Background: an optimization exercise with open tools, aiming at a short achievable clock period. Do not read the settings as production practice.
Where RTL was checked, it was by simulation tests only, not by an equivalence proof against the original.
Power is estimated from default activity; no workload was simulated.

==> flow/design.v <==
module imem_loader #(
  parameter int unsigned        DATA_W    = 32,
  parameter int unsigned        DEPTH     = 64,
  parameter logic [DATA_W-1:0]  HALT_WORD = DATA_W'(32'h0000007F),
  localparam int unsigned       CNT_W     = $clog2(DEPTH) + 1
) (
  input  logic              clk,
  input  logic              rst_n,
  input  logic              ld_start,
  input  logic              ld_valid,
  input  logic [DATA_W-1:0] ld_data,
  input  logic              ld_last,
  output logic              ld_ready,
  input  logic              req,
  input  logic [31:0]       pc,
  output logic              rsp_valid,
  output logic [DATA_W-1:0] inst,
  output logic              fault,
  output logic [1:0]        fault_cause,
  output logic              mem_ready,
  output logic [CNT_W-1:0]  loaded_cnt,
  output logic              ovf
);
  localparam int unsigned AW = $clog2(DEPTH);
  logic               st_load_q, st_load_d;
  logic               st_ready_q, st_ready_d;
  logic [CNT_W-1:0]   ptr_q, ptr_d;
  logic [DEPTH-1:0]   th_q, th_d;          
  logic [DEPTH-1:0]   wsel_q, wsel_d;      
  logic [DEPTH-1:0]   lm_q, lm_d;          
  logic               ovf_q, ovf_d;
  logic               ld_ready_q, ld_ready_d;
  logic               full;
  logic               take;                
  logic               wr_go;               
  logic [DATA_W-1:0]  mem [DEPTH];
  always_comb begin
    full       = th_q[DEPTH-1];
    take       = st_load_q && ld_valid && !ld_start;
    wr_go      = ld_valid && !ld_start;    
    st_load_d  = st_load_q;
    st_ready_d = st_ready_q;
    ptr_d      = ptr_q;
    th_d       = th_q;
    wsel_d     = wsel_q;
    ovf_d      = ovf_q;
    if (ld_start) begin
      st_load_d  = 1'b1;
      st_ready_d = 1'b0;
      ptr_d      = '0;
      th_d       = '0;
      wsel_d     = DEPTH'(1);
      ovf_d      = 1'b0;
    end else if (take) begin
      if (!full) begin
        ptr_d  = ptr_q + 1'b1;
        th_d   = {th_q[DEPTH-2:0], 1'b1};
        wsel_d = wsel_q << 1;
      end else begin
        ovf_d = 1'b1;
      end
      if (ld_last) begin
        st_load_d  = 1'b0;
        st_ready_d = 1'b1;
        wsel_d     = '0;
      end
    end
    ld_ready_d = st_load_d && !th_d[DEPTH-1];
    lm_d       = {DEPTH{st_ready_d}} & th_d;
  end
  always_ff @(posedge clk or negedge rst_n) begin
    if (!rst_n) begin
      st_load_q  <= 1'b0;
      st_ready_q <= 1'b0;
      ptr_q      <= '0;
      th_q       <= '0;
      wsel_q     <= '0;
      lm_q       <= '0;
      ovf_q      <= 1'b0;
      ld_ready_q <= 1'b0;
    end else begin
      st_load_q  <= st_load_d;
      st_ready_q <= st_ready_d;
      ptr_q      <= ptr_d;
      th_q       <= th_d;
      wsel_q     <= wsel_d;
      lm_q       <= lm_d;
      ovf_q      <= ovf_d;
      ld_ready_q <= ld_ready_d;
    end
  end
  for (genvar i = 0; i < DEPTH; i++) begin : g_word
    always_ff @(posedge clk) begin
      if (wr_go && wsel_q[i]) begin
        mem[i] <= ld_data;
      end
    end
  end
  logic               aligned;
  logic               in_range;
  logic               is_loaded;
  logic               good;
  logic [1:0]         cause;
  logic [DATA_W-1:0]  rd_word;
  logic [DATA_W-1:0]  inst_d;
  always_comb begin
    aligned   = (pc[1:0] == 2'b00);
    in_range  = ~|pc[31:2+AW];
    is_loaded = lm_q[pc[2+AW-1:2]];
    rd_word   = mem[pc[2+AW-1:2]];
    good      = aligned && in_range && is_loaded;
    if (!aligned)        cause = 2'b01;
    else if (!in_range)  cause = 2'b10;
    else if (!is_loaded) cause = 2'b11;
    else                 cause = 2'b00;
    inst_d    = good ? rd_word : HALT_WORD;
  end
  logic               rsp_valid_q;
  logic [DATA_W-1:0]  inst_q;
  logic               fault_q;
  logic [1:0]         cause_q;
  always_ff @(posedge clk or negedge rst_n) begin
    if (!rst_n) begin
      rsp_valid_q <= 1'b0;
      inst_q      <= '0;
      fault_q     <= 1'b0;
      cause_q     <= 2'b00;
    end else begin
      rsp_valid_q <= req;
      if (req) begin
        inst_q  <= inst_d;
        fault_q <= !good;
        cause_q <= cause;
      end
    end
  end
  assign rsp_valid   = rsp_valid_q;
  assign inst        = inst_q;
  assign fault       = fault_q;
  assign fault_cause = cause_q;
  assign mem_ready   = st_ready_q;
  assign loaded_cnt  = ptr_q;
  assign ld_ready    = ld_ready_q;
  assign ovf         = ovf_q;
endmodule
export LEC_CHECK = 0
export ABC_CLOCK_PERIOD_IN_PS = 1500
export CAP_MARGIN = 20
export CORE_MARGIN = 2
export CORE_UTILIZATION = 45
export CTS_CLUSTER_DIAMETER = 150
export CTS_CLUSTER_SIZE = 25
export SETUP_SLACK_MARGIN = 1.0
export SLEW_MARGIN = 20
create_clock -name core_clock -period 3.0 [get_ports {clk}]
standard.sh (not shown) runs the stock make flow with config.mk's settings and CLKGATE_MAP_FILE= SYNTH_SCRIPT=/design/flow/synth_recipe.tcl, a recipe that flattens the netlist after the stock synthesis.
==> flow/flow/run.sh <==
#!/bin/bash
# Standard layout (the standard.sh, all steps), with more cells marked
# don't-use: the 4-high series stacks (or4*, nor4*, a2111o*, a2111oi*,
# o2111a*, o2111ai*) and a222oi_1 (one weak size only). They are slow on the
# read path's wide OR trees, and the timing repair cannot size them out.
# The platform's own don't-use list is kept and extended.
set -euo pipefail
cfg="$FLOW_HOME/platforms/sky130hd/config.mk"
lib="$FLOW_HOME/platforms/sky130hd/lib/sky130_fd_sc_hd__tt_025C_1v80.lib"
plat_dont_use=$(awk '/^export DONT_USE_CELLS \+= /{on=1} on{print; if ($0 !~ /\\$/) exit}' "$cfg" \
  | grep -o 'sky130_fd_sc_hd__[a-z0-9_]*' | tr '\n' ' ')
extra=$(grep -o 'cell ("*sky130_fd_sc_hd__\(or4\|nor4\|a2111o\|o2111a\|a222oi\)[a-z0-9_]*' "$lib" \
  | sed 's/cell ("*//' | sort -u | tr '\n' ' ')
{ echo "platform don't-use: $plat_dont_use"; echo "extra don't-use: $extra"; } > run.log
bash standard.sh "DONT_USE_CELLS=$plat_dont_use $extra" finish > standard.log 2>&1
Change:
--- a/flow/design.v
+++ b/flow/design.v
@@ -98,47 +98,51 @@
   end
   logic               aligned;
   logic               in_range;
   logic               is_loaded;
   logic               good;
   logic [1:0]         cause;
-  logic [DATA_W-1:0]  rd_word;
-  logic [DATA_W-1:0]  inst_d;
+  logic [DATA_W-1:0]  rd_lo, rd_hi;              
+  logic [DATA_W-1:0]  inst_lo_d, inst_hi_d;
   always_comb begin
     aligned   = (pc[1:0] == 2'b00);
     in_range  = ~|pc[31:2+AW];
     is_loaded = lm_q[pc[2+AW-1:2]];
-    rd_word   = mem[pc[2+AW-1:2]];
+    rd_lo     = mem[{1'b0, pc[2+AW-2:2]}];
+    rd_hi     = mem[{1'b1, pc[2+AW-2:2]}];
     good      = aligned && in_range && is_loaded;
     if (!aligned)        cause = 2'b01;
     else if (!in_range)  cause = 2'b10;
     else if (!is_loaded) cause = 2'b11;
     else                 cause = 2'b00;
-    inst_d    = good ? rd_word : HALT_WORD;
+    inst_lo_d = (good && !pc[2+AW-1]) ? rd_lo : '0;
+    inst_hi_d = !good ? HALT_WORD : (pc[2+AW-1] ? rd_hi : '0);
   end
   logic               rsp_valid_q;
-  logic [DATA_W-1:0]  inst_q;
+  logic [DATA_W-1:0]  inst_lo_q, inst_hi_q;
   logic               fault_q;
   logic [1:0]         cause_q;
   always_ff @(posedge clk or negedge rst_n) begin
     if (!rst_n) begin
       rsp_valid_q <= 1'b0;
-      inst_q      <= '0;
+      inst_lo_q   <= '0;
+      inst_hi_q   <= '0;
       fault_q     <= 1'b0;
       cause_q     <= 2'b00;
     end else begin
       rsp_valid_q <= req;
       if (req) begin
-        inst_q  <= inst_d;
+        inst_lo_q <= inst_lo_d;
+        inst_hi_q <= inst_hi_d;
         fault_q <= !good;
         cause_q <= cause;
       end
     end
   end
   assign rsp_valid   = rsp_valid_q;
-  assign inst        = inst_q;
+  assign inst        = inst_lo_q | inst_hi_q;
   assign fault       = fault_q;
   assign fault_cause = cause_q;
   assign mem_ready   = st_ready_q;
   assign loaded_cnt  = ptr_q;
   assign ld_ready    = ld_ready_q;
   assign ovf         = ovf_q;
The changed run ran to the end with no violations.
Core utilization decreases by 2.7 points.
Setup slack loses 0.16 ns.
Design area falls by a few percent.
Clock skew rises by 0.013 ns.
Sequential share of layout area goes up by 3.1 points.
Non-clock buffer count came out lower by 345.
Cell count came out lower by a few percent.
First-iteration DRC count came out lower by roughly a tenth.
Synthesized area came out higher slightly.
Wire length falls by a little under a tenth.
Sequential power rises slightly.
Only the layout flow was run in the second run of this note; the RTL was not checked for function there.

afterwards: timing with drivers on the ports:
No port has a modelled driver above. Below, the same layouts with a new extraction and two added sets of constraints. Step 1 sets driving cells, clkbuf_16 on the clock port and buf_2 on the other inputs (assumed; they add their load-dependent delay and slew). Step 2 moves the port delays by t, midway between the first and last clock arrival at a register: inputs arrive t later, outputs are due t later. That takes back most of the time a late clock gives input paths. Three values: ideal, step 1, step 2; two values: the first two.
| run | t, ns | setup slack, ns | latest minus earliest clock arrival (ns) |
|---|---|---|---|
| the first run | 0.891 | 0.820 / 0.772 / -0.016 | 0.049 / 0.049 |
| the second run | 0.879 | 0.655 / 0.569 / -0.111 | 0.054 / 0.054 |
With both steps, setup timing fails in the first run and the second run, where it was met with ideal ports. For the first run, which loses most, drivers alone change the setup slack by -0.048 ns; drivers and shift together by -0.836 ns.
